Source: an optimization exercise on an open RTL-to-GDS flow (aim: small area, a short achievable clock period and few clock cycles per item). Production flows keep margins and buffers that such runs may drop.
RTL that was checked went through simulation tests only; none was proved equivalent to the original.
Only the layout flow was run in runs 1 and 2; the RTL was not checked for function there.
Power and IR drop assume default switching activity.

$ cat design/flow/constraint.sdc
create_clock -name core_clock -period 7.0 [get_ports {i_clk}]
set_input_delay 1.4000 -clock core_clock [delete_from_list [all_inputs] [get_ports {i_clk}]]
set_output_delay 1.4000 -clock core_clock [all_outputs]
set_load 0.01 [all_outputs]
$ cat design/flow/config.mk
export PLATFORM = sky130hd
export DESIGN_NAME = tolerant_run_length_encoder_core
export DESIGN_NICKNAME = tolerant_run_length_encoder_core
export VERILOG_FILES = /design/flow/design.v
export SDC_FILE = /design/flow/constraint.sdc
export NUM_CORES = 4
export LEC_CHECK = 0
export CAP_MARGIN = 20
export CORE_MARGIN = 2
export CORE_UTILIZATION = 40
export SETUP_SLACK_MARGIN = 3.5
export SLEW_MARGIN = 20
$ cat design/flow/design.v
`timescale 1ns / 1ps
package trle_pkg;
    localparam int SAMPLE_W  = 16;
    localparam int COUNT_W   = 16;
    localparam int TIME_W    = 32;
    localparam int MAXRUNS_W = 5;
    localparam int CFG_AW    = 2;
    localparam int CFG_DW    = 32;
    localparam int REM_STEPS = SAMPLE_W;
    localparam int STEP_W    = $clog2(REM_STEPS);
    localparam logic [CFG_AW-1:0] CFG_INTERVAL   = 2'd0;
    localparam logic [CFG_AW-1:0] CFG_RELATIVE   = 2'd1;
    localparam logic [CFG_AW-1:0] CFG_MAX_RUNS   = 2'd2;
    localparam logic [CFG_AW-1:0] CFG_ALIVE_TIME = 2'd3;
    localparam logic [SAMPLE_W-1:0]  RST_INTERVAL   = 16'd1;
    localparam logic [MAXRUNS_W-1:0] RST_MAX_RUNS   = 5'd16;
    localparam logic [TIME_W-1:0]    RST_ALIVE_TIME = 32'hFFFF_FFFF;
    localparam logic [COUNT_W-1:0] COUNT_MAX = 16'hFFFF;
endpackage
`timescale 1ns / 1ps
module trle_store #(
    parameter int DEPTH = 16,
    parameter int AW    = $clog2(DEPTH)
) (
    input  logic                          i_clk,
    input  logic                          i_we,
    input  logic [AW-1:0]                 i_waddr,
    input  logic [trle_pkg::SAMPLE_W-1:0] i_wvalue,
    input  logic [trle_pkg::COUNT_W-1:0]  i_wcount,
    input  logic [AW-1:0]                 i_raddr,
    output logic [trle_pkg::SAMPLE_W-1:0] o_rvalue,
    output logic [trle_pkg::COUNT_W-1:0]  o_rcount
);
    logic [trle_pkg::SAMPLE_W-1:0] r_val [0:DEPTH-1];
    logic [trle_pkg::COUNT_W-1:0]  r_cnt [0:DEPTH-1];
    always_ff @(posedge i_clk) begin
        if (i_we) begin
            r_val[i_waddr] <= i_wvalue;
            r_cnt[i_waddr] <= i_wcount;
        end
    end
    assign o_rvalue = r_val[i_raddr];
    assign o_rcount = r_cnt[i_raddr];
endmodule
`timescale 1ns / 1ps
module trle_rem (
    input  logic                          i_clk,
    input  logic                          i_rst_n,
    input  logic                          i_start,
    input  logic                          i_abort,
    input  logic [trle_pkg::SAMPLE_W-1:0] i_dividend,
    input  logic [trle_pkg::SAMPLE_W-1:0] i_divisor,
    input  logic [trle_pkg::SAMPLE_W+1:0] i_divisor3,
    output logic [trle_pkg::SAMPLE_W-1:0] o_rem,
    output logic                          o_done
);
    localparam int SW = trle_pkg::SAMPLE_W;
    localparam int IW = $clog2(SW / 2);
    logic [SW-1:0] r_rem;
    logic [IW-1:0] r_idx;
    logic          r_busy;
    logic          r_done;
    logic [1:0]    w_bits;
    logic [SW+1:0] w_trial;
    logic [SW+2:0] w_t1, w_t2, w_t3;
    logic [SW-1:0] w_next;
    assign w_bits  = i_dividend[{r_idx, 1'b0} +: 2];
    assign w_trial = {r_rem, w_bits};
    assign w_t1    = {1'b0, w_trial} - {3'b000, i_divisor};
    assign w_t2    = {1'b0, w_trial} - {2'b00, i_divisor, 1'b0};
    assign w_t3    = {1'b0, w_trial} - {1'b0, i_divisor3};
    always_comb begin
        if (!w_t3[SW+2]) begin
            w_next = w_t3[SW-1:0];
        end else if (!w_t2[SW+2]) begin
            w_next = w_t2[SW-1:0];
        end else if (!w_t1[SW+2]) begin
            w_next = w_t1[SW-1:0];
        end else begin
            w_next = w_trial[SW-1:0];
        end
    end
    always_ff @(posedge i_clk) begin
        if (!i_rst_n) begin
            r_busy <= 1'b0;
            r_done <= 1'b0;
            r_idx  <= '0;
        end else begin
            r_done <= 1'b0;
            if (i_start) begin
                r_busy <= 1'b1;
                r_idx  <= IW'(SW / 2 - 1);
            end else if (i_abort) begin
                r_busy <= 1'b0;
            end else if (r_busy) begin
                r_idx <= r_idx - IW'(1);
                if (r_idx == '0) begin
                    r_busy <= 1'b0;
                    r_done <= 1'b1;
                end
            end
        end
    end
    always_ff @(posedge i_clk) begin
        if (i_start) begin
            r_rem <= '0;
        end else if (r_busy) begin
            r_rem <= w_next;
        end
    end
    assign o_rem  = r_rem;
    assign o_done = r_done;
endmodule
`timescale 1ns / 1ps
module tolerant_run_length_encoder_core #(
    parameter int RUN_DEPTH = 16
) (
    input  logic                          i_clk,
    input  logic                          i_rst_n,
    input  logic                          i_s_tvalid,
    output logic                          o_s_tready,
    input  logic [47:0]                   i_s_tdata,
    output logic                          o_m_tvalid,
    input  logic                          i_m_tready,
    output logic [31:0]                   o_m_tdata,
    output logic                          o_m_tlast,
    input  logic                          i_cfg_we,
    input  logic [trle_pkg::CFG_AW-1:0]   i_cfg_addr,
    input  logic [trle_pkg::CFG_DW-1:0]   i_cfg_wdata
);
    localparam int SW = trle_pkg::SAMPLE_W;
    localparam int CW = trle_pkg::COUNT_W;
    localparam int TW = trle_pkg::TIME_W;
    localparam int AW = $clog2(RUN_DEPTH);
    localparam int PW = AW + 1;
    logic [SW-1:0]   r_iv;         
    logic            r_dz;         
    logic            r_rel;        
    logic [AW-1:0]   r_limm1;      
    logic [TW-1:0]   r_alive;
    logic [SW+1:0]   r_d3;         
    logic            r_ib_v;
    logic [SW-1:0]   r_s;
    logic [TW-1:0]   r_now;
    logic [AW-1:0]   r_T;          
    logic [PW-1:0]   r_tail;       
    logic [PW-1:0]   r_commit;     
    logic [PW-1:0]   r_commit_d;   
    logic [PW-1:0]   r_head;       
    logic            r_room2;      
    logic            r_room1;      
    logic [TW-1:0]   r_F;          
    logic [TW:0]     r_G;          
    logic            r_gdirty;     
    logic [CW-1:0]   r_cnt;        
    logic [SW-1:0]   r_v;          
    logic [SW-1:0]   r_lo;         
    logic [SW:0]     r_hp;
    logic            r_bv;         
    logic            r_rcq;        
    logic            r_wen;
    logic [AW-1:0]   r_wpos;
    logic [RUN_DEPTH-1:0] r_last;
    logic [RUN_DEPTH-1:0] r_zero;
    logic            r_ov;
    logic [31:0]     r_od;
    logic            r_ol;
    logic [SW-1:0]   w_d;
    logic            w_go;
    logic            w_ld;
    assign w_d  = {r_iv[SW-1:1], r_iv[0] | r_dz};
    assign w_go = r_ib_v && r_bv && !r_gdirty && (r_room2 || (r_room1 && (r_T != '0)));
    assign o_s_tready = !r_ib_v || w_go;
    logic            w_ge_f, w_ge_g, w_age;
    assign w_ge_f = (r_now >= r_F);
    assign w_ge_g = (r_now >= r_G[TW-1:0]);
    assign w_age  = w_ge_f ? (!r_G[TW] && w_ge_g) : (!r_G[TW] || w_ge_g);
    logic [TW-1:0]   w_gx;
    logic [TW:0]     w_gsum;
    assign w_gx   = r_gdirty ? r_F : r_now;
    assign w_gsum = {1'b0, w_gx} + {1'b0, r_alive} + (TW+1)'(1);
    logic            w_tz;
    logic            w_in_lo, w_in_hi, w_in;
    logic [SW+1:0]   w_hpd;
    logic [SW:0]     w_lod;
    logic            w_up, w_dn;
    logic            w_join, w_zrec, w_agel, w_app;
    logic [PW-1:0]   w_Tn;
    logic            w_cfl;
    logic [PW-1:0]   w_pos;
    logic [PW-1:0]   w_tailm1;
    logic [PW-1:0]   w_tail_n;
    logic [CW-1:0]   w_cnt_n;
    logic            w_far;
    assign w_tz    = (r_T == '0);
    assign w_in_lo = (r_s >= r_lo);
    assign w_in_hi = ({1'b0, r_s} < r_hp);
    assign w_in    = w_in_lo && w_in_hi;
    assign w_hpd   = {1'b0, r_hp} + {2'b00, w_d};
    assign w_lod   = {1'b0, r_lo} - {1'b0, w_d};
    assign w_up    = !w_in_hi && ({2'b00, r_s} < w_hpd);
    assign w_dn    = !w_in_lo && (w_lod[SW] || (r_s >= w_lod[SW-1:0]));
    assign w_join  = !w_age && !w_tz && w_in;
    assign w_zrec  = w_age && w_tz;
    assign w_agel  = w_age && !w_tz;
    assign w_app   = !w_join;
    assign w_Tn    = w_join ? PW'(r_T) : (w_age ? PW'(1) : PW'(r_T) + PW'(1));
    assign w_cfl   = w_join ? (r_T > r_limm1) :
                     w_age  ? (r_limm1 == '0) : (r_T >= r_limm1);
    assign w_tailm1 = r_tail - PW'(1);
    assign w_pos   = w_join ? w_tailm1 : (w_zrec ? r_tail + PW'(1) : r_tail);
    assign w_tail_n = r_tail + PW'(w_app) + PW'(w_zrec);
    assign w_cnt_n = !w_join ? CW'(1) :
                     (r_cnt == trle_pkg::COUNT_MAX) ? r_cnt : r_cnt + CW'(1);
    assign w_far   = !r_rel && !w_in && !w_up && !w_dn;
    logic [SW-1:0]   w_src;
    logic [SW:0]     w_rsub;
    logic [SW-1:0]   w_rlo;
    logic [SW:0]     w_rhp;
    assign w_src  = r_rcq ? r_v : r_s;
    assign w_rsub = {1'b0, w_src} - {1'b0, r_iv};
    assign w_rlo  = w_rsub[SW] ? '0 : w_rsub[SW-1:0];
    assign w_rhp  = {1'b0, w_src} + {1'b0, r_iv} + (SW+1)'(1);
    logic            w_div_start;
    logic [SW-1:0]   w_rem;
    logic            w_div_done;
    logic [SW-1:0]   w_base;
    logic [SW:0]     w_bx, w_by, w_bhp;
    assign w_div_start = (w_go && w_app && w_far) || (r_rcq && !r_rel);
    trle_rem u_rem (
        .i_clk      (i_clk),
        .i_rst_n    (i_rst_n),
        .i_start    (w_div_start),
        .i_abort    (r_rcq && r_rel),
        .i_dividend (r_v),
        .i_divisor  (w_d),
        .i_divisor3 (r_d3),
        .o_rem      (w_rem),
        .o_done     (w_div_done)
    );
    assign w_base = r_v - w_rem;
    assign w_bx   = {1'b0, r_v} ^ {1'b0, w_d} ^ ~{1'b0, w_rem};
    assign w_by   = {({1'b0, r_v} & {1'b0, w_d}) | ({1'b0, r_v} & ~{1'b0, w_rem}) |
                     ({1'b0, w_d} & ~{1'b0, w_rem})} << 1;
    assign w_bhp  = w_bx + w_by + (SW+1)'(1);
    logic [SW-1:0]   w_rvalue;
    logic [CW-1:0]   w_rcount;
    trle_store #(
        .DEPTH (RUN_DEPTH),
        .AW    (AW)
    ) u_store (
        .i_clk    (i_clk),
        .i_we     (r_wen),
        .i_waddr  (r_wpos),
        .i_wvalue (r_v),
        .i_wcount (r_cnt),
        .i_raddr  (r_head[AW-1:0]),
        .o_rvalue (w_rvalue),
        .o_rcount (w_rcount)
    );
    always_ff @(posedge i_clk) begin
        if (!i_rst_n) begin
            r_iv    <= trle_pkg::RST_INTERVAL;
            r_dz    <= 1'b0;
            r_rel   <= 1'b0;
            r_limm1 <= AW'(RUN_DEPTH - 1);
            r_alive <= trle_pkg::RST_ALIVE_TIME;
        end else if (i_cfg_we) begin
            case (i_cfg_addr)
                trle_pkg::CFG_INTERVAL: begin
                    r_iv <= i_cfg_wdata[SW-1:0];
                    r_dz <= (i_cfg_wdata[SW-1:0] == '0);
                end
                trle_pkg::CFG_RELATIVE: r_rel <= i_cfg_wdata[0];
                trle_pkg::CFG_MAX_RUNS: begin
                    if (i_cfg_wdata[trle_pkg::MAXRUNS_W-1:0] == '0) begin
                        r_limm1 <= '0;
                    end else if (i_cfg_wdata[trle_pkg::MAXRUNS_W-1:0] >= trle_pkg::MAXRUNS_W'(RUN_DEPTH)) begin
                        r_limm1 <= AW'(RUN_DEPTH - 1);
                    end else begin
                        r_limm1 <= AW'(i_cfg_wdata[trle_pkg::MAXRUNS_W-1:0] - trle_pkg::MAXRUNS_W'(1));
                    end
                end
                trle_pkg::CFG_ALIVE_TIME: r_alive <= i_cfg_wdata;
                default: begin
                end
            endcase
        end
    end
    always_ff @(posedge i_clk) begin
        if (o_s_tready) begin
            r_s   <= i_s_tdata[SW-1:0];
            r_now <= i_s_tdata[SW +: TW];
        end
    end
    always_ff @(posedge i_clk) begin
        if (!i_rst_n) begin
            r_ib_v <= 1'b0;
        end else if (o_s_tready) begin
            r_ib_v <= i_s_tvalid;
        end
    end
    always_ff @(posedge i_clk) begin
        if (!i_rst_n) begin
            r_T        <= '0;
            r_tail     <= '0;
            r_commit   <= '0;
            r_commit_d <= '0;
            r_F        <= '0;
            r_G        <= {1'b1, TW'(0)};
            r_gdirty   <= 1'b0;
            r_wen      <= 1'b0;
        end else begin
            r_commit_d <= r_commit;
            r_wen      <= w_go;
            if (w_go) begin
                r_T    <= w_cfl ? '0 : w_Tn[AW-1:0];
                r_tail <= w_tail_n;
                if (w_cfl) begin
                    r_commit <= w_tail_n;
                end else if (w_age) begin
                    r_commit <= r_tail + PW'(w_zrec);
                end
                if (w_age || w_cfl) begin
                    r_F <= r_now;
                    r_G <= w_gsum;
                end
            end
            if (r_gdirty) begin
                r_G      <= w_gsum;
                r_gdirty <= 1'b0;
            end
            if (i_cfg_we && (i_cfg_addr == trle_pkg::CFG_ALIVE_TIME)) begin
                r_gdirty <= 1'b1;
            end
        end
    end
    always_ff @(posedge i_clk) begin
        if (w_go) begin
            r_cnt  <= w_cnt_n;
        end
        r_wpos <= w_pos[AW-1:0];
    end
    logic [PW:0] w_occ_p;
    assign w_occ_p = {1'b0, r_tail - r_head} + (w_go ? (PW+1)'(2) : '0) - (w_ld ? (PW+1)'(1) : '0);
    always_ff @(posedge i_clk) begin
        if (!i_rst_n) begin
            r_room2 <= 1'b1;
            r_room1 <= 1'b1;
        end else begin
            r_room2 <= (w_occ_p <= (PW+1)'(RUN_DEPTH - 2));
            r_room1 <= (w_occ_p <= (PW+1)'(RUN_DEPTH - 1));
        end
    end
    always_ff @(posedge i_clk) begin
        if (!i_rst_n) begin
            r_v   <= '0;
            r_lo  <= '0;
            r_hp  <= (SW+1)'(1);
            r_bv  <= 1'b1;
            r_rcq <= 1'b0;
            r_d3  <= (SW+2)'(3);
        end else begin
            if (w_go && w_app) begin
                r_v <= r_s;
                if (r_rel) begin
                    r_lo <= w_rlo;
                    r_hp <= w_rhp;
                end else if (w_in) begin
                end else if (w_up) begin
                    r_lo <= r_hp[SW-1:0];
                    r_hp <= w_hpd[SW:0];
                end else if (w_dn) begin
                    r_lo <= w_lod[SW-1:0];
                    r_hp <= {1'b0, r_lo};
                end else begin
                    r_bv <= 1'b0;
                end
            end
            if (r_rcq) begin
                r_rcq <= 1'b0;
                r_d3  <= {2'b00, w_d} + {1'b0, w_d, 1'b0};
                if (r_rel) begin
                    r_lo <= w_rlo;
                    r_hp <= w_rhp;
                    r_bv <= 1'b1;
                end
            end else if (w_div_done) begin
                r_lo <= w_base;
                r_hp <= w_bhp;
                r_bv <= 1'b1;
            end
            if (i_cfg_we && ((i_cfg_addr == trle_pkg::CFG_INTERVAL) ||
                             (i_cfg_addr == trle_pkg::CFG_RELATIVE))) begin
                r_bv  <= 1'b0;
                r_rcq <= 1'b1;
            end
        end
    end
    always_ff @(posedge i_clk) begin
        for (int k = 0; k < RUN_DEPTH; k++) begin
            if (w_go) begin
                if (w_app && (w_pos[AW-1:0] == AW'(k))) begin
                    r_last[k] <= w_cfl;
                    r_zero[k] <= 1'b0;
                end else begin
                    if (((w_agel || (w_join && w_cfl)) && (w_tailm1[AW-1:0] == AW'(k))) ||
                        (w_zrec && (r_tail[AW-1:0] == AW'(k)))) begin
                        r_last[k] <= 1'b1;
                    end
                    if (w_zrec && (r_tail[AW-1:0] == AW'(k))) begin
                        r_zero[k] <= 1'b1;
                    end
                end
            end
        end
    end
    assign w_ld = (r_head != r_commit_d) && (!r_ov || i_m_tready);
    always_ff @(posedge i_clk) begin
        if (!i_rst_n) begin
            r_head <= '0;
            r_ov   <= 1'b0;
        end else if (w_ld) begin
            r_head <= r_head + PW'(1);
            r_ov   <= 1'b1;
        end else if (i_m_tready) begin
            r_ov   <= 1'b0;
        end
    end
    always_ff @(posedge i_clk) begin
        if (w_ld) begin
            r_od <= r_zero[r_head[AW-1:0]] ? 32'h0 : {w_rcount, w_rvalue};
            r_ol <= r_last[r_head[AW-1:0]];
        end
    end
    assign o_m_tvalid = r_ov;
    assign o_m_tdata  = r_od;
    assign o_m_tlast  = r_ol;
endmodule
$ cat design/flow/run.sh
#!/bin/bash
# synth_recipe.tcl (not shown) runs the flow's synth.tcl, then flattens the netlist and writes it again
# the make line also repeats each setting of config.mk as NAME=value (left out here)
make -C /OpenROAD-flow-scripts/flow DESIGN_CONFIG=/design/flow/config.mk WORK_HOME=/design/flow/orfs CLKGATE_MAP_FILE= SYNTH_SCRIPT=/design/flow/synth_recipe.tcl finish
==> results.txt, run 1 <==
status - finished clean
Worst Setup End Kind - flip-flop
Comb power frac - 42.3%
Yosys cell types - 91
pre-CTS WS - 1530 ps
CTS root buf - clkbuf_16
FP Rows - 128
gpl congestion - 0.9281
clock buffer depth - 3
Async S/R FF share, synth - 0%
Buf/Inv on CP - 6
TritonCTS buffer count - 96
Inst Count DP - 5,901
# hold bufs at CTS - 0
die area - 124,800 um^2
PortBufs - 121
CTS tree - yes
Mapped Cells - 4,252
Worst Clk Skew - 47.38 ps
Worst Tran Pin Value - 1108 ps
cell taking the most area after synthesis - edfxtp_1
slew margin rel. - 26.02%
CP Max Fanout - 7
total power - 20.04 mW
# IOs - 122
Setup Viol. Count Final - 0
initial core utilization - 40.21%
remaining global-route overflow - 0
fillcell total - 10,700
highest-delay cell along the critical path - o41a_1
commonest cells in the netlist - edfxtp_1 (641), nand2_1 (431), ha_1 (351)
number of synthesized flops with an enable pin - 641
clock power share - 25.5%
worst endpoint data arrival time - 5290 ps
sw power - 7.199 mW
largest net degree at the start of global routing - 99
clk slew on worst S/H paths - 70 ps
first-pass GRT wire length - 213.2 mm
Detailed Place HPWL - 89.67 mm
latest clock arrival within the worst-skew pair - 710 ps
syn_nets - 4,720
multi-input logic area - 25,110 um^2
Critical Path RT - 7600 ps
top cells by area, synth - edfxtp_1 (39%), dfxtp_1 (10%), ha_1 (9.0%)
Cell Pwr Density - 333.1 nW/um^2
HP Class - reg2reg
DR iter-0 viols - 3,301
Final Hold Vio Count - 0
worst setup margin - 2317 ps
layout cell share with drive strength beyond 1 - 22.90%
area delta synth->final - 23.27%
Slew Viols, Final - 0
Synth Cell Area - 48,810 um^2
most frequent cell after synthesis - edfxtp_1
H-Tree Depth - 3
crit-path most repeated cell - buf_12
post-synth top area share - 39.44%
FMAX - 0.2136 GHz
WS Path Type - reg2reg
maximum VDD drop - 227.0 uV
Seq. cell area - 24,160 um^2
top_reg_cell synth - edfxtp_1
average size of a mapped cell - 11.48 um^2
Yosys reg bits - 884
LEAKAGE - 21.43 nW
Critical Path Max Stage Delay - 370 ps
crit share post-route - 66.90%
startpoint types - flip-flop
GR Util All Layers - 22.11%
die width - 353.3 um
DRT Pass-1 Iters - 6
Reg power frac - 32.3%
Ys Warns - 3
Crit path max-delay family - compound AO/OA/AOI/OAI gates
maxcap violations - 0
Final Critical Period - 4683 ps
Die H - 353.3 um
drt wl/cell - 22.70 um
post-synthesis sequential area ratio - 49.40%
Sw Share - 35.92%
RSZ-0062 raised after global routing - true
nets - 5,077
Non-Filler Instances - 6,316
Post-Route Setup TNS - 0 ps
Via Count - 36,150
vias in the first global route - 35,220
Pint - 12.84 mW
Clock Sinks - 884
DRC errors left - 0
post-route ant nets - 0
drt total wl - 143.4 mm
core area - 121,400 um^2
initial antenna violation count - 2
routed vias/inst - 5.723
## worst paths after layout
check                                          start                   end  slack, ps  cells after the start
worst max-delay path            r_iv[0]$_SDFFE_PN1P_    r_lo[1]$_SDFF_PN0_       2320                     25
worst min-delay path            r_G[18]$_SDFFE_PN0P_  r_G[18]$_SDFFE_PN0P_        460                      2
worst max register to register  r_iv[0]$_SDFFE_PN1P_    r_lo[1]$_SDFF_PN0_       2320                     25
worst min register to register  r_G[18]$_SDFFE_PN0P_  r_G[18]$_SDFFE_PN0P_        460                      2
## flip-flops by register name, summed over array words and instances, names as in the netlist, 16 cells and up
| name | flops |
|---|---|
| r_last | 16 |
| u_rem.r_rem | 16 |
| r_alive | 32 |
| r_hp | 17 |
| u_store.r_cnt | 256 |
| r_F | 32 |
| r_od | 32 |
| r_zero | 16 |
| r_cnt | 16 |
| r_iv | 16 |
| r_lo | 16 |
| r_now | 32 |
| r_G | 33 |
| r_v | 16 |
| r_s | 16 |
| u_store.r_val | 256 |
| r_d3 | 18 |
## worst reg2reg max path, delay by kind of cell (launching register included)
family | cells | cell delay, ps
AOI/OAI and AO/OA | 11 | 2030
xor gates and xnor gates | 1 | 240
adders and majority gates | 3 | 680
buffers and inverters | 6 | 730
DFF | 1 | 320
and+or+nand+nor | 4 | 630
## power groups by stage
stage	registers, mW	logic, mW	clock network, mW
2_1_floorplan	6.44	5.14	0
3_3_place_gp	6.60	6.84	0
3_5_place_dp	6.60	6.91	0
4_1_cts	6.47	7.86	5.21
5_1_grt	6.51	9.16	5.40
6_report	6.47	8.47	5.11
## logic make-up after synthesis
| kind of cell | after synthesis | share of synthesized area, % |
|---|---|---|
| xor+xnor | 176 | 3.158 |
| compound gates | 928 | 12.53 |
| mux | 263 | 9.987 |
| simple gates | 1171 | 11.17 |
| flops | 884 | 49.40 |
| buf+inv | 449 | 3.522 |
| fa+ha+maj | 381 | 10.23 |
## through the flow
step	hold slack, ps	util [%]	cell area (um^2)
finish	457.7	49.56	60170
detailed placement	441.0	43.27	52530
global route	474.0	49.56	60160
global placement	434.6	43.27	52530
floorplan	420.5	-	49280
CTS	454.5	48.23	58550
## layer usage
metal	vias to the layer above	global-route usage (%)	wire [um]
met4	0	7.396	4676
met1	17890	30.75	62060
met5	-	0	0
li1	16670	-	-
met3	282	2.894	9640
met2	1306	35.71	66980
## timing repair
item                                    in CTS  in global routing
resized for setup                          277                246
endpoints found under the setup margin     269                255
gates cloned                                19                  4
pin swaps                                  133                159
buffers inserted                           150                 62
## cells in the final DEF (no fill, tap or decap), types with 22 or more instances in the layout
cell type        Yosys  routed
or3_1               27      26
clkbuf_1           122      22
nand3_1            117     101
a31oi_1             43      38
clkdlybuf4s50_1      0     119
a211oi_1            50      39
inv_1              265     253
clkbuf_16            0     103
nand2_4              0      28
a21oi_2              5      61
mux2_2              52      51
nand2b_1            37      35
nand2_1            431     381
fa_1                30      25
buf_4                1     204
o21a_1              52      50
nor2b_1             77      71
xor2_1              78      78
edfxtp_1           641     641
buf_12               0      35
buf_6                1      50
nand4_1             38      38
nor2_4               0      34
nor3_1              75      62
mux2i_1             37      33
a21o_1              59      55
clkinv_2             0      22
mux4_2             174     174
dfxtp_1            243     227
xnor2_1             98      95
a21oi_1            294     231
o21ai_0            145     121
o211ai_1            35      35
ha_1               351     338
o21ai_1             11      23
nor2_1             255     215
## cell type report
class                      instances  share of cell area (%)
sequential                       884                   40.15
inverter                         270                   1.768
timing repair inverter             1                 0.01248
clock inverter                    52                  0.8900
multi-input combinational       2922                   41.73
timing repair buffer             434                   7.698
tap                             1625                   3.379
clock buffer                     126                   4.369
antenna                            2                0.008318
==> run 2: changes to the inputs <==
--- a/design/flow/config.mk
+++ b/design/flow/config.mk
@@ -10,3 +10,2 @@
 export CORE_UTILIZATION = 40
-export SETUP_SLACK_MARGIN = 3.5
 export SLEW_MARGIN = 20
==> run 2 against run 1 <==
Synthesized cell count is the same. Count of clock-buffer cells in the layout shrank 6. Area after synthesis is the same. Critical endpoint is now r_hp[5]$_SDFF_PN0_.
==> results.txt, run 2 <==
status - finished clean
LEAKAGE - 19.56 nW
DRT Pass-1 Iters - 5
Post-DP Area - 52,220 um^2
post-route ant nets - 0
initial core utilization - 40.21%
most frequent cell after synthesis - edfxtp_1
worst setup margin - 1028 ps
highest-delay cell along the critical path - o21ai_2
fillcell total - 11,200
Final Hold Vio Count - 0
maxcap violations - 0
FP Rows - 128
top_reg_cell synth - edfxtp_1
Ys Warns - 3
Slew Viols, Final - 0
clk slew on worst S/H paths - 60 ps
Clock Sinks - 884
Async S/R FF share, synth - 0%
drt wl/cell - 22.17 um
post-CTS setup buffer count - 0
core area - 121,400 um^2
fin util - 45.69%
PortBufs - 121
cell taking the most area after synthesis - edfxtp_1
gpl congestion - 0.9249
# IOs - 122
number of synthesized flops with an enable pin - 641
top cells by area, synth - edfxtp_1 (39%), dfxtp_1 (10%), ha_1 (9.0%)
post-synthesis sequential area ratio - 49.40%
maximum VDD drop - 198.9 uV
nets - 4,849
final hold slack - 448.7 ps
syn_nets - 4,720
crit-path cells - buf_4, inv_1, ha_1, nor2b_1, o31a_1, o31ai_1, a21oi_1, a21o_1, a21oi_1, xor2_1, ha_1, a21oi_1, o21ai_0, a21o_1, a211oi_1, a2bb2oi_1, a21oi_2, or2_1, o21ai_2, a2111oi_0, nor3_1
latest clock arrival within the worst-skew pair - 700 ps
remaining global-route overflow - 0
H-Tree Depth - 3
Hold Startpoint - r_commit[3]$_SDFFE_PN0P_
Detailed Place HPWL - 90.57 mm
crit-path most repeated cell - a21oi_1
die width - 353.3 um
drt total wl - 134.9 mm
Non-Filler Instances - 6,088
RSZ-0062 raised after global routing - false
most frequent cells in the layout - edfxtp_1 (641), nand2_1 (430), ha_1 (351)
commonest cells in the netlist - edfxtp_1 (641), nand2_1 (431), ha_1 (351)
Critical path origin - r_iv[1]$_SDFFE_PN0P_
CP Max Fanout - 18
largest net degree at the start of global routing - 79
Cell Pwr Density - 334.5 nW/um^2
Mapped Cells - 4,252
Worst Tran Pin Value - 1032 ps
clock buffer depth - 3
Worst Setup End Kind - flip-flop
WS Path Type - reg2reg
Post-Route Setup TNS - 0 ps
crit share post-route - 85.31%
CTS root buf - clkbuf_16
startpoint types - flip-flop
Critical Path Max Stage Delay - 590 ps
Yosys cell types - 91
Final Critical Period - 5972 ps
# hold bufs at CTS - 0
Via Count - 34,530
initial antenna violation count - 1
DR iter-0 viols - 3,032
Yosys reg bits - 884
Die H - 353.3 um
design area - 55,460 um^2
post-synth top area share - 39.44%
CTS tree - yes
area delta synth->final - 13.63%
vias in the first global route - 34,090
GR Util All Layers - 21.36%
Synth Cell Area - 48,810 um^2
Critical Path RT - 7600 ps
Worst Clk Skew - 25.28 ps
Inst Count DP - 5,908
FMAX - 0.1675 GHz
biggest regs - u_store.r_cnt: 256 flops, u_store.r_val: 256 flops, r_G: 33 flops
reg-to-reg critical path startpoint - r_iv[1]$_SDFFE_PN0P_
first-pass GRT wire length - 205.9 mm
routed vias/inst - 5.671
slew margin rel. - 30.73%
DRC errors left - 0
die area - 124,800 um^2
pre-CTS WS - 1205 ps
total power - 18.55 mW
average size of a mapped cell - 11.48 um^2
commonest non-fill, non-tap cell in the layout - edfxtp_1
# resized after CTS - 0
layout cell share with drive strength beyond 1 - 11.81%
TritonCTS buffer count - 96
Setup Viol. Count Final - 0
# diodes - 0
HP Class - reg2reg
worst endpoint data arrival time - 6570 ps
[run 2: cell counts after synthesis]
No cell type changed its count.
[run 2: report_power, final]
| group | internal [mW] | total (mW) | switching, mW |
|---|---|---|---|
| clock network | 3.00 | 5.20 | 2.20 |
| registers | 6.06 | 6.47 | 0.408 |
| logic | 2.95 | 6.88 | 3.94 |
[run 2: routing by layer]
layer	GRT usage, %	share of wire (%)
met1	29.76	45
met2	34.64	47
met3	3.499	6.3
met4	5.498	2.4
met5	0	0
[run 2: path summary, 6_finish.rpt]
check	to	slack [ps]	cells after the start
worst max-delay path	r_hp[5]$_SDFF_PN0_	1030	21
worst min-delay path	r_commit_d[3]$_SDFF_PN0_	450	1
worst max register to register	r_hp[5]$_SDFF_PN0_	1030	21
worst min register to register	r_commit_d[3]$_SDFF_PN0_	450	1
[run 2: cell families (layout without fill, tap and decap cells)]
family                   after synthesis  count (layout)  synth area share (%)
AO/OA/AOI/OAI                        928             928                 12.53
XOR/XNOR                             176             176                 3.158
adder cells (fa/ha/maj)              381             381                 10.23
buffers and inverters                449             660                 3.522
flip-flops                           884             884                 49.40
multiplexers                         263             263                 9.987
AND/OR/NAND/NOR                     1171            1171                 11.17
[run 2: worst max-delay path, delay by kind of cell (launching register included)]
| family | cells | cell delay, ps |
|---|---|---|
| DFF | 1 | 290 |
| adders and majority gates | 2 | 600 |
| AOI/OAI and AO/OA | 13 | 3370 |
| xor gates and xnor gates | 1 | 220 |
| and+or+nand+nor | 3 | 800 |
| buffers and inverters | 2 | 590 |
[run 2: cell type report]
class,instances,area [um^2],share of cell area (%)
Tap cell,1625,2033,3.666
Clock buffer,120,2544,4.586
Inverter,270,1016,1.832
Timing Repair Buffer,210,1902,3.429
Sequential cell,884,24120,43.50
Clock inverter,60,690.7,1.245
Multi-Input combinational cell,2919,23150,41.75
==> run 3: changes to the inputs <==
--- a/design/flow/design.v
+++ b/design/flow/design.v
@@ -51,2 +51,4 @@
     input  logic [trle_pkg::SAMPLE_W-1:0] i_dividend,
+    input  logic [trle_pkg::SAMPLE_W-1:0] i_dividend_alt,
+    input  logic                          i_use_alt,
     input  logic [trle_pkg::SAMPLE_W-1:0] i_divisor,
@@ -62,3 +64,3 @@
     logic          r_done;
-    logic [1:0]    w_bits;
+    logic [1:0]    r_bits;       
     logic [SW+1:0] w_trial;
@@ -66,4 +68,3 @@
     logic [SW-1:0] w_next;
-    assign w_bits  = i_dividend[{r_idx, 1'b0} +: 2];
-    assign w_trial = {r_rem, w_bits};
+    assign w_trial = {r_rem, r_bits};
     assign w_t1    = {1'b0, w_trial} - {3'b000, i_divisor};
@@ -110,2 +111,11 @@
     end
+    logic [IW-1:0] w_nidx;
+    assign w_nidx = r_idx - IW'(1);
+    always_ff @(posedge i_clk) begin
+        if (i_start) begin
+            r_bits <= i_use_alt ? i_dividend_alt[SW-1 -: 2] : i_dividend[SW-1 -: 2];
+        end else begin
+            r_bits <= i_dividend[{w_nidx, 1'b0} +: 2];
+        end
+    end
     assign o_rem  = r_rem;
@@ -147,3 +157,2 @@
     logic [PW-1:0]   r_commit;     
-    logic [PW-1:0]   r_commit_d;   
     logic [PW-1:0]   r_head;       
@@ -158,2 +167,6 @@
     logic [SW:0]     r_hp;
+    logic [SW+1:0]   r_hpd;        
+    logic [SW:0]     r_lod;        
+    logic            r_fixa;       
+    logic            r_fixb;       
     logic            r_bv;         
@@ -165,2 +178,3 @@
     logic            r_ov;
+    logic            r_avail;      
     logic [31:0]     r_od;
@@ -198,6 +212,6 @@
     assign w_in    = w_in_lo && w_in_hi;
-    assign w_hpd   = {1'b0, r_hp} + {2'b00, w_d};
-    assign w_lod   = {1'b0, r_lo} - {1'b0, w_d};
-    assign w_up    = !w_in_hi && ({2'b00, r_s} < w_hpd);
-    assign w_dn    = !w_in_lo && (w_lod[SW] || (r_s >= w_lod[SW-1:0]));
+    assign w_hpd   = r_hpd + {2'b00, w_d};
+    assign w_lod   = r_lod - {1'b0, w_d};
+    assign w_up    = !w_in_hi && ({2'b00, r_s} < r_hpd);
+    assign w_dn    = !w_in_lo && (r_lod[SW] || (r_s >= r_lod[SW-1:0]));
     assign w_join  = !w_age && !w_tz && w_in;
@@ -227,3 +241,2 @@
     logic [SW-1:0]   w_base;
-    logic [SW:0]     w_bx, w_by, w_bhp;
     assign w_div_start = (w_go && w_app && w_far) || (r_rcq && !r_rel);
@@ -235,2 +248,4 @@
         .i_dividend (r_v),
+        .i_dividend_alt (r_s),
+        .i_use_alt  (w_go && w_app),
         .i_divisor  (w_d),
@@ -241,6 +256,2 @@
     assign w_base = r_v - w_rem;
-    assign w_bx   = {1'b0, r_v} ^ {1'b0, w_d} ^ ~{1'b0, w_rem};
-    assign w_by   = {({1'b0, r_v} & {1'b0, w_d}) | ({1'b0, r_v} & ~{1'b0, w_rem}) |
-                     ({1'b0, w_d} & ~{1'b0, w_rem})} << 1;
-    assign w_bhp  = w_bx + w_by + (SW+1)'(1);
     logic [SW-1:0]   w_rvalue;
@@ -307,3 +318,2 @@
             r_commit   <= '0;
-            r_commit_d <= '0;
             r_F        <= '0;
@@ -313,3 +323,2 @@
         end else begin
-            r_commit_d <= r_commit;
             r_wen      <= w_go;
@@ -343,4 +352,10 @@
     end
-    logic [PW:0] w_occ_p;
-    assign w_occ_p = {1'b0, r_tail - r_head} + (w_go ? (PW+1)'(2) : '0) - (w_ld ? (PW+1)'(1) : '0);
+    logic [PW-1:0] w_occ;
+    logic [PW:0]   w_occ_p;
+    logic          w_le14, w_le15, w_le16;
+    assign w_occ   = r_tail - r_head;
+    assign w_occ_p = {1'b0, w_occ} + (w_go ? (PW+1)'(2) : '0);
+    assign w_le14  = (w_occ_p <= (PW+1)'(RUN_DEPTH - 2));
+    assign w_le15  = (w_occ_p <= (PW+1)'(RUN_DEPTH - 1));
+    assign w_le16  = (w_occ_p <= (PW+1)'(RUN_DEPTH));
     always_ff @(posedge i_clk) begin
@@ -350,4 +365,4 @@
         end else begin
-            r_room2 <= (w_occ_p <= (PW+1)'(RUN_DEPTH - 2));
-            r_room1 <= (w_occ_p <= (PW+1)'(RUN_DEPTH - 1));
+            r_room2 <= w_ld ? w_le15 : w_le14;
+            r_room1 <= w_ld ? w_le16 : w_le15;
         end
@@ -359,2 +374,6 @@
             r_hp  <= (SW+1)'(1);
+            r_hpd <= (SW+2)'(2);
+            r_lod <= '1;
+            r_fixa <= 1'b0;
+            r_fixb <= 1'b0;
             r_bv  <= 1'b1;
@@ -363,2 +382,6 @@
         end else begin
+            r_fixb <= 1'b0;
+            if (r_fixb) begin
+                r_hpd <= w_hpd;
+            end
             if (w_go && w_app) begin
@@ -370,7 +393,11 @@
                 end else if (w_up) begin
-                    r_lo <= r_hp[SW-1:0];
-                    r_hp <= w_hpd[SW:0];
+                    r_lo  <= r_hp[SW-1:0];
+                    r_hp  <= r_hpd[SW:0];
+                    r_hpd <= w_hpd;
+                    r_lod <= {1'b0, r_lo};
                 end else if (w_dn) begin
-                    r_lo <= w_lod[SW-1:0];
-                    r_hp <= {1'b0, r_lo};
+                    r_lo  <= r_lod[SW-1:0];
+                    r_hp  <= {1'b0, r_lo};
+                    r_hpd <= {1'b0, r_hp};
+                    r_lod <= w_lod;
                 end else begin
@@ -380,4 +407,6 @@
             if (r_rcq) begin
-                r_rcq <= 1'b0;
-                r_d3  <= {2'b00, w_d} + {1'b0, w_d, 1'b0};
+                r_rcq  <= 1'b0;
+                r_fixa <= 1'b0;
+                r_fixb <= 1'b0;
+                r_d3   <= {2'b00, w_d} + {1'b0, w_d, 1'b0};
                 if (r_rel) begin
@@ -388,5 +417,13 @@
             end else if (w_div_done) begin
-                r_lo <= w_base;
-                r_hp <= w_bhp;
-                r_bv <= 1'b1;
+                r_lo   <= w_base;
+                r_hpd  <= {2'b00, w_base};
+                r_lod  <= {1'b0, w_base};
+                r_fixa <= 1'b1;
+            end else if (r_fixa) begin
+                r_hp   <= w_hpd[SW:0];
+                r_hpd  <= w_hpd;
+                r_lod  <= w_lod;
+                r_fixa <= 1'b0;
+                r_fixb <= 1'b1;
+                r_bv   <= 1'b1;
             end
@@ -394,4 +431,6 @@
                              (i_cfg_addr == trle_pkg::CFG_RELATIVE))) begin
-                r_bv  <= 1'b0;
-                r_rcq <= 1'b1;
+                r_bv   <= 1'b0;
+                r_rcq  <= 1'b1;
+                r_fixa <= 1'b0;
+                r_fixb <= 1'b0;
             end
@@ -417,3 +456,3 @@
     end
-    assign w_ld = (r_head != r_commit_d) && (!r_ov || i_m_tready);
+    assign w_ld = r_avail && (!r_ov || i_m_tready);
     always_ff @(posedge i_clk) begin
@@ -428,2 +467,9 @@
         end
+    end
+    always_ff @(posedge i_clk) begin
+        if (!i_rst_n) begin
+            r_avail <= 1'b0;
+        end else begin
+            r_avail <= w_ld ? (r_commit != r_head + PW'(1)) : (r_commit != r_head);
+        end
     end
--- a/design/flow/config.mk
+++ b/design/flow/config.mk
@@ -10,2 +10,3 @@
 export CORE_UTILIZATION = 40
+export SETUP_SLACK_MARGIN = 4.5
 export SLEW_MARGIN = 20
==> run 3 against run 2 <==
Sequential power increased by 3.9%. Global-route usage increased by 4.8 points. Critical path depth decreased by 11. Register-to-register slack improved by 2200 ps. Utilization increased by 7.7 points. Total power increased by 14%. Critical endpoint is now r_last[9]$_SDFFCE_PP1P_. Largest cell class is now multi-input gates. Highest routed layer is now met5.
==> results.txt, run 3 <==
status - finished clean
Hold Startpoint - r_G[19]$_SDFFE_PN0P_
Inst Count DP - 6,015
RSZ-0062 raised after global routing - true
Worst Setup End Kind - flip-flop
HP Class - reg2reg
Yosys cell types - 106
Final Hold Vio Count - 0
final hold slack - 457.2 ps
FP Rows - 129
drt total wl - 171.9 mm
die area - 127,300 um^2
top routing layer in use - met5
Worst Tran Pin Value - 1252 ps
crit-path cells - buf_4, ha_1, nand4_1, or4b_4, o21a_1, maj3_4, and4_4, xnor2_4, or3_4, o221ai_2
CTS tree - yes
syn_nets - 4,825
Yosys reg bits - 919
cell taking the most area after synthesis - edfxtp_1
biggest regs - u_store.r_cnt: 256 flops, u_store.r_val: 256 flops, r_G: 33 flops
CP Max Fanout - 8
top_reg_cell synth - edfxtp_1
initial core utilization - 40.27%
routed vias/inst - 5.987
slew margin rel. - 15.67%
worst setup margin - 3272 ps
Non-Filler Instances - 6,646
commonest non-fill, non-tap cell in the layout - edfxtp_1
Async S/R FF share, synth - 0%
post-synthesis sequential area ratio - 49.84%
Cell Pwr Density - 320.9 nW/um^2
reg-to-reg critical path startpoint - r_now[19]$_DFFE_PP_
DRC errors left - 0
FMAX - 0.2682 GHz
startpoint types - flip-flop
drt wl/cell - 25.86 um
clock buffer depth - 3
vias in the first global route - 39,000
gpl congestion - 0.9233
top cells by area, synth - edfxtp_1 (39%), dfxtp_1 (11%), ha_1 (8.3%)
average size of a mapped cell - 11.32 um^2
fillcell total - 10,400
Critical path origin - r_now[19]$_DFFE_PP_
# diodes - 0
post-route ant nets - 0
Die H - 356.8 um
GR Util All Layers - 26.15%
Via Count - 39,790
first-pass GRT wire length - 250.6 mm
Clock Sinks - 919
latest clock arrival within the worst-skew pair - 720 ps
most frequent cell after synthesis - edfxtp_1
Critical Path RT - 7370 ps
most frequent cells in the layout - edfxtp_1 (641), nand2_1 (380), ha_1 (275)
Setup Viol. Count Final - 0
area delta synth->final - 32.57%
H-Tree Depth - 3
worst endpoint data arrival time - 4100 ps
met2 wire length - 78.67 mm
# IOs - 122
Synth Cell Area - 49,790 um^2
WL met1 - 70.35 mm
highest-delay cell along the critical path - or4b_4
crit share post-route - 53.26%
DRT Pass-1 Iters - 8
clk slew on worst S/H paths - 60 ps
maximum VDD drop - 268.5 uV
number of synthesized flops with an enable pin - 641
Worst Clk Skew - 50.70 ps
post-synth top area share - 38.66%
Mapped Cells - 4,397
Post-Route Setup TNS - 0 ps
Post-DP Area - 54,160 um^2
LEAKAGE - 23.57 nW
TritonCTS buffer count - 101
initial antenna violation count - 3
Met3 Wirelength - 13.23 mm
maxcap violations - 0
CTS root buf - clkbuf_16
nets - 5,349
design area - 66,010 um^2
remaining global-route overflow - 0
# hold bufs at CTS - 0
die width - 356.8 um
commonest cells in the netlist - edfxtp_1 (641), nand2_1 (466), ha_1 (330)
DR iter-0 viols - 4,019
largest net degree at the start of global routing - 75
core area - 123,600 um^2
Final Critical Period - 3728 ps
PortBufs - 121
WS Path Type - reg2reg
Detailed Place HPWL - 97.57 mm
Critical Path Max Stage Delay - 610 ps
layout cell share with drive strength beyond 1 - 33.04%
Ys Warns - 3
pre-CTS WS - 2612 ps
Slew Viols, Final - 0
-- run 3: worst paths after layout --
| check | end | slack [ps] | depth (start not counted) |
|---|---|---|---|
| min reg2reg | r_G[19]$_SDFFE_PN0P_ | 460 | 2 |
| min | r_G[19]$_SDFFE_PN0P_ | 460 | 2 |
| max | r_last[9]$_SDFFCE_PP1P_ | 3270 | 10 |
| max reg2reg | r_last[9]$_SDFFCE_PP1P_ | 3270 | 10 |
-- run 3: area by class of cell --
type / count / area [um^2] / share of cell area (%)
clock buffer: 130 / 2719 / 4.119
clock inverter: 61 / 628.1 / 0.9515
inverter: 258 / 1016 / 1.539
multi-input combinational: 3027 / 27780 / 42.09
sequential: 919 / 24930 / 37.76
tap: 1637 / 2048 / 3.103
timing repair buffer: 613 / 6880 / 10.42
timing repair inverter: 1 / 8.758 / 0.01327
-- run 3: power breakdown --
part / switching [mW] / internal [mW] / total, mW
registers: 0.463 / 6.26 / 6.72
logic: 4.76 / 4.26 / 9.03
clock network: 2.31 / 3.12 / 5.44
total: 7.54 / 13.6 / 21.2
-- run 3: metrics by stage --
stage	power [mW]	utilization, %
2_1_floorplan	11.52	-
3_3_place_gp	12.96	43.80
3_5_place_dp	13.02	43.81
4_1_cts	20.31	51.58
5_1_grt	22.09	53.39
6_report	21.19	53.39
-- run 3: cells by family after synthesis --
family | count (synthesis) | synth area share, %
fa+ha+maj | 343 | 8.785
mux | 263 | 9.785
buf+inv | 465 | 3.624
compound gates | 1050 | 13.93
simple gates | 1200 | 11.27
xor+xnor | 157 | 2.777
flops | 919 | 49.84
-- run 3: repair_timing --
item                                    CTS  global route
gates resized for setup                 790           285
endpoints found under the hold margin     0             0
pin swaps                               277           231
endpoints found under the setup margin  499           391
buffers inserted                        298            92
gates cloned                             45             5
-- run 3: critical path, delay by kind of cell, from the launching register on --
kind	cells	cell delay, ps
xor+xnor	1	180
flops	1	470
compound gates	2	370
simple gates	4	1490
fa+ha+maj	2	700
buf+inv	1	180
-- run 3: layer usage --
layer  vias up  GRT usage, %
met1     19640         35.17
met2      1867         41.25
met4         2         12.54
met5         -             0
met3       556         4.311
li1      17720             -
Testbench counts of run 3, summed over its fixed seeds: cycles 14,731, words 12,800.
==> run 4: changes to the inputs <==
--- a/design/flow/config.mk
+++ b/design/flow/config.mk
@@ -10,3 +10,3 @@
 export CORE_UTILIZATION = 40
-export SETUP_SLACK_MARGIN = 4.5
+export SETUP_SLACK_MARGIN = 3.5
 export SLEW_MARGIN = 20
==> run 4 against run 3 <==
Critical endpoint is now r_last[13]$_SDFFCE_PP1P_. Wire length is 12% lower. Final cell count is 3.4% lower. Largest cell class unchanged. Synthesized cell count stayed put. Sequential power hardly changed. Total power is 8.7% lower. Die area stayed put. Global-route usage is 3.4 points lower. Critical path type unchanged. Hold slack worse by 4.5 ps.
==> results.txt, run 4 <==
PortBufs - 121
# hold bufs at CTS - 0
top_reg_cell synth - edfxtp_1
Detailed Place HPWL - 94.85 mm
Ys Warns - 3
commonest cells in the netlist - edfxtp_1 (641), nand2_1 (466), ha_1 (330)
# diodes - 0
Die H - 356.8 um
reg-to-reg critical path startpoint - r_s[2]$_DFFE_PP_
top cells by area, synth - edfxtp_1 (39%), dfxtp_1 (11%), ha_1 (8.3%)
Synth Area in XOR/XNOR - 2.777%
area delta synth->final - 21.85%
Yosys cell types - 106
slew margin rel. - 12.51%
DR iter-0 viols - 3,777
worst endpoint data arrival time - 4110 ps
CTS root buf - clkbuf_16
routed vias/inst - 5.830
most frequent cells in the layout - edfxtp_1 (641), nand2_1 (451), ha_1 (291)
maxcap violations - 0
Final Hold Vio Count - 0
Critical path origin - r_s[2]$_DFFE_PP_
Async S/R FF share, synth - 0%
first-pass GRT wire length - 221.9 mm
FMAX - 0.2696 GHz
reg2reg end - r_last[13]$_SDFFCE_PP1P_
initial core utilization - 40.27%
remaining global-route overflow - 0
Setup Viol. Count Final - 0
r2r worst-path depth - 13
total power - 19.34 mW
setup slack, reg-to-reg - 3290 ps
largest net degree at the start of global routing - 75
Critical Path RT - 7400 ps
GR Util All Layers - 22.77%
pre-CTS WS - 2240 ps
nets - 5,125
Cell Pwr Density - 318.7 nW/um^2
Post-DP Area - 53,030 um^2
Sw Share - 34.43%
post-route ant nets - 0
maximum VDD drop - 199.3 uV
startpoint types - flip-flop
biggest regs - u_store.r_cnt: 256 flops, u_store.r_val: 256 flops, r_G: 33 flops
Post-Route Setup TNS - 0 ps
Worst Tran Pin Value - 1300 ps
Yosys reg bits - 919
CTS tree - yes
Hold Startpoint - r_G[3]$_SDFFE_PN0P_
average size of a mapped cell - 11.32 um^2
Via Count - 37,420
largest family of logic cells by synthesized area - compound AO/OA/AOI/OAI gates
post-synth top area share - 38.66%
FP Rows - 129
clk slew on worst S/H paths - 60 ps
Hold Path Cell Cnt - 2
core area - 123,600 um^2
HP Class - reg2reg
Reg power frac - 34.8%
die area - 127,300 um^2
Mapped Cells - 4,397
Simple-Gate Fraction of Synth Area - 11.27%
H-Tree Depth - 3
WS Path Type - reg2reg
LEAKAGE - 21.25 nW
status - finished clean
worst setup margin - 3291 ps
Synth Area in Adders - 8.785%
TritonCTS buffer count - 97
DRT Pass-1 Iters - 8
Synth Cell Area - 49,790 um^2
Clock Sinks - 919
RSZ-0062 raised after global routing - true
# IOs - 122
Slew Viols, Final - 0
drt wl/cell - 23.47 um
drt total wl - 150.7 mm
number of synthesized flops with an enable pin - 641
initial antenna violation count - 1
Inst Count DP - 6,025
Non-Filler Instances - 6,418
crit share post-route - 52.98%
mux share of post-synthesis cell area - 9.785%
Pint - 12.68 mW
Worst Clk Skew - 35.92 ps
clock power share - 28.4%
cell taking the most area after synthesis - edfxtp_1
latest clock arrival within the worst-skew pair - 720 ps
syn_nets - 4,825
Synth Area in Compound Gates - 13.93%
gpl congestion - 0.9257
clock buffer depth - 3
layout cell share with drive strength beyond 1 - 21.69%
most frequent cell after synthesis - edfxtp_1
Worst Setup End Kind - flip-flop
sw power - 6.657 mW
commonest non-fill, non-tap cell in the layout - edfxtp_1
final hold slack - 452.7 ps
DRC errors left - 0
fin util - 49.07%
post-synthesis sequential area ratio - 49.84%
vias in the first global route - 35,800
CP Max Fanout - 8
worst hold endpoint - r_G[3]$_SDFFE_PN0P_
die width - 356.8 um
design area - 60,670 um^2
Comb power frac - 36.8%
Final Critical Period - 3709 ps
run 4: cell counts after synthesis:
Identical to the previous run, type by type.
run 4: final cells by class:
class | count | area, um^2
Multi-Input combinational cell | 3023 | 25550
Clock buffer | 119 | 2591
Sequential cell | 919 | 24870
Clock inverter | 64 | 818.3
Timing Repair Buffer | 398 | 3799
Inverter | 258 | 994.7
Fill cell | 10980 | 62960
Tap cell | 1637 | 2048
run 4: how the worst max path moves through the flow:
stage / endpoint / slack (ps) / depth (start not counted)
floorplan: o_s_tready / 3450 / 9
global placement: r_last[9]$_SDFFCE_PP1P_ / 2350 / 11
detailed placement: r_G[25]$_SDFFE_PN0P_ / 2240 / 11
CTS: r_zero[12]$_SDFFCE_PN0P_ / 3310 / 13
global route: r_last[12]$_SDFFCE_PP1P_ / 3170 / 15
finish: r_last[13]$_SDFFCE_PP1P_ / 3290 / 13
run 4: cells by family after synthesis:
group | Yosys count
flip-flops | 919
multiplexers | 263
buffers and inverters | 465
AND/OR/NAND/NOR | 1200
adder cells (fa/ha/maj) | 343
XOR/XNOR | 157
AO/OA/AOI/OAI | 1050
run 4: timing repair:
action                                  in CTS  in global routing
gates cloned                                10                  6
gates resized for setup                    274                241
setup buffers                              115                 79
pin swaps                                   90                131
endpoints found under the setup margin     298                243
run 4: layer usage:
layer | track usage [%] | vias up | share of wire, %
met3 | 3.551 | 288 | 7.1
met5 | 0 | - | 0.0073
met2 | 36.66 | 1442 | 47
met1 | 31.56 | 18480 | 43
li1 | - | 17210 | -
met4 | 7.277 | 2 | 3.4
run 4: worst max-delay path: stages, from the launching register on:
cell,delay [ps]
edfxtp_1,510
buf_4,200
ha_1,260
o21ai_0,80
o21ai_1,240
a21oi_2,130
o31ai_4,330
o21a_2,300
and2_4,310
a31oi_1,170
a221oi_4,390
nand3b_1,140
buf_6,190
o221ai_2,160
run 4: power groups by stage:
stage	Sequential, mW	Clock [mW]	Combinational, mW
after floorplan	6.63	0	4.45
after global placement	6.81	0	5.86
after detailed placement	6.82	0	5.90
after CTS	6.70	5.58	6.54
after global routing	6.76	5.78	7.71
final	6.72	5.50	7.12
==> run 5: changes to the inputs <==
--- a/design/flow/config.mk
+++ b/design/flow/config.mk
@@ -9,3 +9,3 @@
 export CORE_MARGIN = 2
-export CORE_UTILIZATION = 40
+export CORE_UTILIZATION = 65
 export SETUP_SLACK_MARGIN = 3.5
==> run 5 against run 4 <==
Still clean on timing, DRC and antenna. Via count rose by 6.9%. Synthesized cell count unchanged. Flip-flop and latch count did not move. Count of clock-buffer cells in the layout down 4. Final area hardly changed.
==> results.txt, run 5 <==
design area - 60,660 um^2
H-Tree Depth - 3
clk slew on worst S/H paths - 60 ps
slew margin rel. - 14.43%
first-pass GRT wire length - 230.4 mm
CTS root buf - clkbuf_16
HP Class - reg2reg
average size of a mapped cell - 11.32 um^2
CTS tree - yes
cell taking the most area after synthesis - edfxtp_1
worst endpoint data arrival time - 4100 ps
GR Util All Layers - 38.91%
Worst Clk Skew - 37.58 ps
Yosys cell types - 106
setup slack, reg-to-reg - 3270 ps
layout cell share with drive strength beyond 1 - 23.12%
CP Max Fanout - 8
Clock Sinks - 919
most frequent cells in the layout - edfxtp_1 (641), nand2_1 (451), ha_1 (301)
Post-DP Area - 52,260 um^2
drt total wl - 162.1 mm
initial core utilization - 65.56%
Die H - 280.8 um
Setup Viol. Count Final - 0
Non-Filler Instances - 5,881
syn_nets - 4,825
Async S/R FF share, synth - 0%
RSZ-0062 raised after global routing - true
WS Path Type - reg2reg
initial antenna violation count - 12
most frequent cell after synthesis - edfxtp_1
worst setup margin - 3273 ps
DR iter-0 viols - 5,210
Detailed Place HPWL - 92.99 mm
gpl congestion - 0.9781
latest clock arrival within the worst-skew pair - 680 ps
maximum VDD drop - 358.1 uV
commonest non-fill, non-tap cell in the layout - edfxtp_1
core area - 75,950 um^2
Yosys reg bits - 919
# IOs - 122
pre-CTS WS - 2303 ps
Inst Count DP - 5,417
maxcap violations - 0
Cell Pwr Density - 325.3 nW/um^2
Post-Route Setup TNS - 0 ps
Synth Cell Area - 49,790 um^2
startpoint types - flip-flop
total power - 19.73 mW
Mapped Cells - 4,397
die width - 280.8 um
drt wl/cell - 27.57 um
largest net degree at the start of global routing - 95
crit share post-route - 53.24%
clock buffer depth - 3
Worst Setup End Kind - flip-flop
PortBufs - 121
post-route ant nets - 0
DRT Pass-1 Iters - 9
top_reg_cell synth - edfxtp_1
FMAX - 0.2683 GHz
area delta synth->final - 21.82%
TritonCTS buffer count - 94
fin util - 79.87%
Worst Tran Pin Value - 1272 ps
FP Rows - 101
number of synthesized flops with an enable pin - 641
remaining global-route overflow - 0
Ys Warns - 3
routed vias/inst - 6.799
nets - 5,195
commonest cells in the netlist - edfxtp_1 (641), nand2_1 (466), ha_1 (330)
Final Critical Period - 3727 ps
Critical Path RT - 7370 ps
Via Count - 39,990
vias in the first global route - 37,590
post-synthesis sequential area ratio - 49.84%
DRC errors left - 0
die area - 78,830 um^2
biggest regs - u_store.r_cnt: 256 flops, u_store.r_val: 256 flops, r_G: 33 flops
final hold slack - 452.9 ps
Slew Viols, Final - 0
post-synth top area share - 38.66%
LEAKAGE - 21.60 nW
top cells by area, synth - edfxtp_1 (39%), dfxtp_1 (11%), ha_1 (8.3%)
Final Hold Vio Count - 0
status - finished clean
run 5: cell counts after synthesis:
No cell type changed its count.
run 5: metal layers:
layer	routed length [um]	GRT usage [%]	up-vias	part of all wire (%)
li1	-	-	17350	-
met5	48	0	-	0.030
met3	17900	7.781	673	11
met4	9176	17.74	8	5.7
met2	75700	62.66	2699	47
met1	59300	51.20	19260	37
run 5: timing repair:
action | in CTS | in global routing
gates cloned | 16 | 8
resized for setup | 282 | 289
endpoints found under the setup margin | 288 | 235
buffers inserted | 128 | 132
pin swaps | 108 | 171
hold buffers | 0 | 0
run 5: final cells by class:
type / instances / area (um^2)
clock inverter: 58 / 649.4
sequential: 919 / 24870
inverter: 258 / 988.4
tap: 1030 / 1289
clock buffer: 115 / 2512
antenna: 7 / 17.52
multi-input combinational: 3026 / 25790
fill: 4440 / 15290
timing repair buffer: 468 / 4536
run 5: cells by family (layout without fill, tap and decap cells):
kind of cell             after synthesis  count (layout)  share of synthesized area (%)
adder cells (fa/ha/maj)              343             343                          8.785
XOR/XNOR                             157             158                          2.777
other                                  0               7                              0
buffers and inverters                465             899                          3.624
multiplexers                         263             263                          9.785
AND/OR/NAND/NOR                     1200            1205                          11.27
flip-flops                           919             919                          49.84
AO/OA/AOI/OAI                       1050            1057                          13.93
run 5: worst max-delay path, cell delays in order (launching register included):
cell and delay [ps]:
edfxtp_1 450, ha_1 360, nand4_1 150, inv_1 100, a221oi_4 320, nand3_4 150
a2111o_1 390, maj3_4 390, and4_4 230, buf_12 140, xnor2_4 280, nand3b_4 230
o211ai_1 260
run 5: where the power goes:
group	switching [mW]	internal [mW]
logic	4.29	3.49
clock network	2.25	2.95
registers	0.489	6.26
run 5: path summary, 6_finish.rpt:
path	start	end	cells after the start
hold reg to reg	r_G[6]$_SDFFE_PN0P_	r_G[6]$_SDFFE_PN0P_	2
setup reg to reg	r_now[13]$_DFFE_PP_	r_last[1]$_SDFFCE_PP1P_	12
setup / recovery	r_now[13]$_DFFE_PP_	r_last[1]$_SDFFCE_PP1P_	12
hold / removal	r_G[6]$_SDFFE_PN0P_	r_G[6]$_SDFFE_PN0P_	2
==> run 6: changes to the inputs <==
--- a/design/flow/design.v
+++ b/design/flow/design.v
@@ -438,16 +438,32 @@
     end
+    logic            r_f_app;      
+    logic            r_f_cfl;      
+    logic            r_f_setm1;    
+    logic            r_f_zrec;     
+    logic [AW-1:0]   r_f_tail;
+    always_ff @(posedge i_clk) begin
+        if (!i_rst_n) begin
+            r_f_app   <= 1'b0;
+            r_f_setm1 <= 1'b0;
+            r_f_zrec  <= 1'b0;
+        end else begin
+            r_f_app   <= w_go && w_app;
+            r_f_setm1 <= w_go && (w_agel || (w_join && w_cfl));
+            r_f_zrec  <= w_go && w_zrec;
+        end
+        r_f_cfl  <= w_cfl;
+        r_f_tail <= r_tail[AW-1:0];
+    end
     always_ff @(posedge i_clk) begin
         for (int k = 0; k < RUN_DEPTH; k++) begin
-            if (w_go) begin
-                if (w_app && (w_pos[AW-1:0] == AW'(k))) begin
-                    r_last[k] <= w_cfl;
-                    r_zero[k] <= 1'b0;
-                end else begin
-                    if (((w_agel || (w_join && w_cfl)) && (w_tailm1[AW-1:0] == AW'(k))) ||
-                        (w_zrec && (r_tail[AW-1:0] == AW'(k)))) begin
-                        r_last[k] <= 1'b1;
-                    end
-                    if (w_zrec && (r_tail[AW-1:0] == AW'(k))) begin
-                        r_zero[k] <= 1'b1;
-                    end
+            if (r_f_app && ((r_f_zrec ? r_f_tail + AW'(1) : r_f_tail) == AW'(k))) begin
+                r_last[k] <= r_f_cfl;
+                r_zero[k] <= 1'b0;
+            end else begin
+                if ((r_f_setm1 && ((r_f_tail - AW'(1)) == AW'(k))) ||
+                    (r_f_zrec && (r_f_tail == AW'(k)))) begin
+                    r_last[k] <= 1'b1;
+                end
+                if (r_f_zrec && (r_f_tail == AW'(k))) begin
+                    r_zero[k] <= 1'b1;
                 end
--- a/design/flow/config.mk
+++ b/design/flow/config.mk
@@ -9,3 +9,5 @@
 export CORE_MARGIN = 2
-export CORE_UTILIZATION = 65
+export CORE_UTILIZATION = 40
+export CTS_BUF_LIST = sky130_fd_sc_hd__clkbuf_8
+export CTS_CLUSTER_SIZE = 24
 export SETUP_SLACK_MARGIN = 3.5
==> run 6 against run 5 <==
Sequential power about the same. Critical path depth decreased by 4. Non-clock buffer count decreased by 85. Largest cell class is now flip-flops and latches. Clock power decreased by 4%. Worst setup slack improved by 130 ps. Critical path type is now reg2out. Synthesized cell count decreased by 0.59%.
==> results.txt, run 6 <==
latest clock arrival within the worst-skew pair - 890 ps
HP Class - reg2reg
Via Count - 37,350
Critical Path RT - 5600 ps
Critical Path Max Stage Delay - 350 ps
maxcap violations - 0
multi-input logic area - 24,210 um^2
Async S/R FF share, synth - 0%
drt wl/cell - 23.30 um
commonest cells in the netlist - edfxtp_1 (625), nand2_1 (438), a21oi_1 (346)
Ys Warns - 3
Setup Viol. Count Final - 0
CP Max Fanout - 2
worst endpoint data arrival time - 2200 ps
Post-Route Setup TNS - 0 ps
highest-delay cell along the critical path - dfxtp_2
most frequent cells in the layout - edfxtp_1 (625), nand2_1 (425), a21oi_1 (321)
cell taking the most area after synthesis - edfxtp_1
top_reg_cell synth - edfxtp_1
Worst Tran Pin Value - 1287 ps
gpl congestion - 0.9806
Seq. cell area - 24,860 um^2
Slew Viols, Final - 0
slew margin rel. - 13.92%
vias in the first global route - 35,840
initial antenna violation count - 5
Yosys reg bits - 927
Clock Sinks - 927
average size of a mapped cell - 11.24 um^2
biggest regs - u_store.r_cnt: 256 flops, u_store.r_val: 256 flops, r_G: 33 flops
clock buffer depth - 3
Detailed Place HPWL - 95.60 mm
CTS root buf - clkbuf_8
setup slack, reg-to-reg - 3420 ps
Yosys cell types - 85
Inst Count DP - 6,017
Final Critical Period - 3596 ps
layout cell share with drive strength beyond 1 - 20.69%
Cell Pwr Density - 308.9 nW/um^2
crit share post-route - 51.37%
number of synthesized flops with an enable pin - 625
die area - 125,600 um^2
largest net degree at the start of global routing - 83
die width - 354.4 um
clk slew on worst S/H paths - 60 ps
worst setup margin - 3404 ps
post-synth top area share - 38.21%
Worst Clk Skew - 66.54 ps
initial core utilization - 40.30%
startpoint types - flip-flop
crit-path cells - inv_4, ha_4, nand2_4, a21oi_2, or3_4, buf_12, nand2_8, buf_6
Non-Filler Instances - 6,499
routed vias/inst - 5.747
TritonCTS buffer count - 162
Mapped Cells - 4,371
commonest non-fill, non-tap cell in the layout - edfxtp_1
drt total wl - 151.4 mm
Final Hold Vio Count - 0
PortBufs - 121
syn_nets - 4,803
core area - 121,900 um^2
DRC errors left - 0
maximum VDD drop - 206.1 uV
LEAKAGE - 21.31 nW
# IOs - 122
first-pass GRT wire length - 221.9 mm
most frequent cell after synthesis - edfxtp_1
remaining global-route overflow - 0
DR iter-0 viols - 3,648
r2r worst-path depth - 15
FMAX - 0.2781 GHz
Hold Path Cell Cnt - 2
status - finished clean
RSZ-0062 raised after global routing - true
post-synthesis sequential area ratio - 50.52%
Die H - 354.4 um
Post-DP Area - 52,510 um^2
Synth Cell Area - 49,120 um^2
total power - 18.26 mW
post-route ant nets - 0
CTS tree - yes
DRT Pass-1 Iters - 6
fillcell total - 10,860
WS Path Type - reg2out
FP Rows - 128
nets - 5,174
pre-CTS WS - 2254 ps
GR Util All Layers - 23.24%
H-Tree Depth - 4
top cells by area, synth - edfxtp_1 (38%), dfxtp_1 (12%), ha_1 (8.5%)
design area - 59,120 um^2
area delta synth->final - 20.36%
Worst Setup End Kind - primary output
-- run 6: cell types whose count changed in the layout (fill, tap and decap cells not counted), sizes merged, moves of 16 or more --
| cell | previous run | this run |
|---|---|---|
| nand3 | 125 | 91 |
| dfxtp | 278 | 302 |
| edfxtp | 641 | 625 |
| inv | 259 | 326 |
| clkbuf | 120 | 187 |
| a21o | 68 | 36 |
| buf | 343 | 254 |
| xor2 | 49 | 68 |
| nand2 | 469 | 439 |
| o21ai | 165 | 188 |
| nor2 | 256 | 339 |
| a21oi | 325 | 348 |
-- run 6: path summary, 6_finish.rpt --
| check | start | to |
|---|---|---|
| hold reg to reg | r_G[28]$_SDFFE_PN0P_ | r_G[28]$_SDFFE_PN0P_ |
| hold / removal | r_G[28]$_SDFFE_PN0P_ | r_G[28]$_SDFFE_PN0P_ |
| setup / recovery | r_T[0]$_SDFFE_PN0P_ | o_s_tready |
| setup reg to reg | r_rcq$_SDFF_PN0_ | r_hp[14]$_SDFF_PN0_ |
-- run 6: per-stage QoR --
| stage | utilization [%] | hold WS [ps] |
|---|---|---|
| detailed placement | 43.08 | 443.2 |
| floorplan | - | 354.0 |
| CTS | 47.11 | 451.4 |
| global placement | 43.08 | 437.2 |
| global route | 48.51 | 476.5 |
| finish | 48.51 | 450.6 |
-- run 6: layout make-up --
| class | instances | share of cell area, % |
|---|---|---|
| clock inverters | 113 | 1.266 |
| inverters | 277 | 1.784 |
| diodes | 1 | 0.004233 |
| repair buffers | 383 | 6.262 |
| clock buffers | 182 | 4.237 |
| well taps | 1625 | 3.439 |
| multi-input cells | 2991 | 40.96 |
| flip-flops and latches | 927 | 42.05 |
-- run 6: metal layers --
layer | part of all wire, % | routed length (um) | vias to the layer above | track usage [%]
met1 | 43 | 65350 | 18350 | 32.01
met2 | 45 | 68460 | 1567 | 36.17
li1 | - | - | 17080 | -
met4 | 4.3 | 6446 | 0 | 10.16
met3 | 7.4 | 11160 | 361 | 3.877
met5 | 0 | 0 | - | 0
-- run 6: worst max-delay path: cells and delay by family, from the launching register on --
family,cells,cell delay (ps)
flip-flops,1,350
AO/OA/AOI/OAI,1,50
adder cells (fa/ha/maj),1,160
buffers and inverters,3,300
AND/OR/NAND/NOR,3,470
-- run 6: what timing repair did --
item / in CTS / in global routing
setup endpoints to repair: 237 / 181
pin swaps: 54 / 99
hold buffers: 0 / 0
gates resized for setup: 193 / 177
setup buffers: 88 / 82
gates cloned: 8 / 8
-- run 6: kinds of logic after synthesis --
family                     count (synthesis)  synth area share (%)
DFF                                      927                 50.52
buffers and inverters                    458                 3.566
adders and majority gates                347                 9.018
and+or+nand+nor                         1213                 11.18
muxes                                    248                 9.639
AOI/OAI and AO/OA                       1010                 13.09
xor gates and xnor gates                 168                 2.996
-- run 6: report_power, final --
part	switching (mW)	total (mW)	internal [mW]
Clock	2.37	5.01	2.64
Sequential	0.471	6.78	6.31
Combinational	3.56	6.47	2.92
Testbench counts of run 6, summed over its fixed seeds: cycles 14,731, words 12,800.

## what the ideal ports hide
Ports are ideal in the flow. The routed layouts listed here were re-timed in OpenROAD.
Step 1, drivers: a clkbuf_16 drives i_clk and a buf_2 each remaining input, both assumed.
Step 2 moves the port delays by t, midway between the first and last clock arrival at a register: inputs arrive t later, outputs are due t later. That takes back most of the time a late clock gives input paths.
a / b / c = no drivers / after step 1 / after step 2; a / b = the first two.
run | t, ns | setup slack, ns | worst register clock-pin slew, ns | worst data-port slew with drivers (ns)
run 1 | 0.764 | 2.317 / 2.317 / 2.317 | 0.07 / 0.07 | 0.04
run 2 | 0.758 | 1.028 / 1.028 / 1.028 | 0.07 / 0.07 | 0.04
run 3 | 0.764 | 3.272 / 3.272 / 3.272 | 0.07 / 0.07 | 0.11
run 4 | 0.773 | 3.291 / 3.291 / 2.919 | 0.07 / 0.07 | 0.06
run 5 | 0.738 | 3.273 / 3.273 / 2.981 | 0.07 / 0.07 | 0.14
run 6 | 0.925 | 3.404 / 3.334 / 2.651 | 0.07 / 0.07 | 0.06
After both steps every run listed still meets setup and hold. For run 6, which loses most, drivers alone change the setup slack by -0.070 ns; drivers and shift together by -0.753 ns.
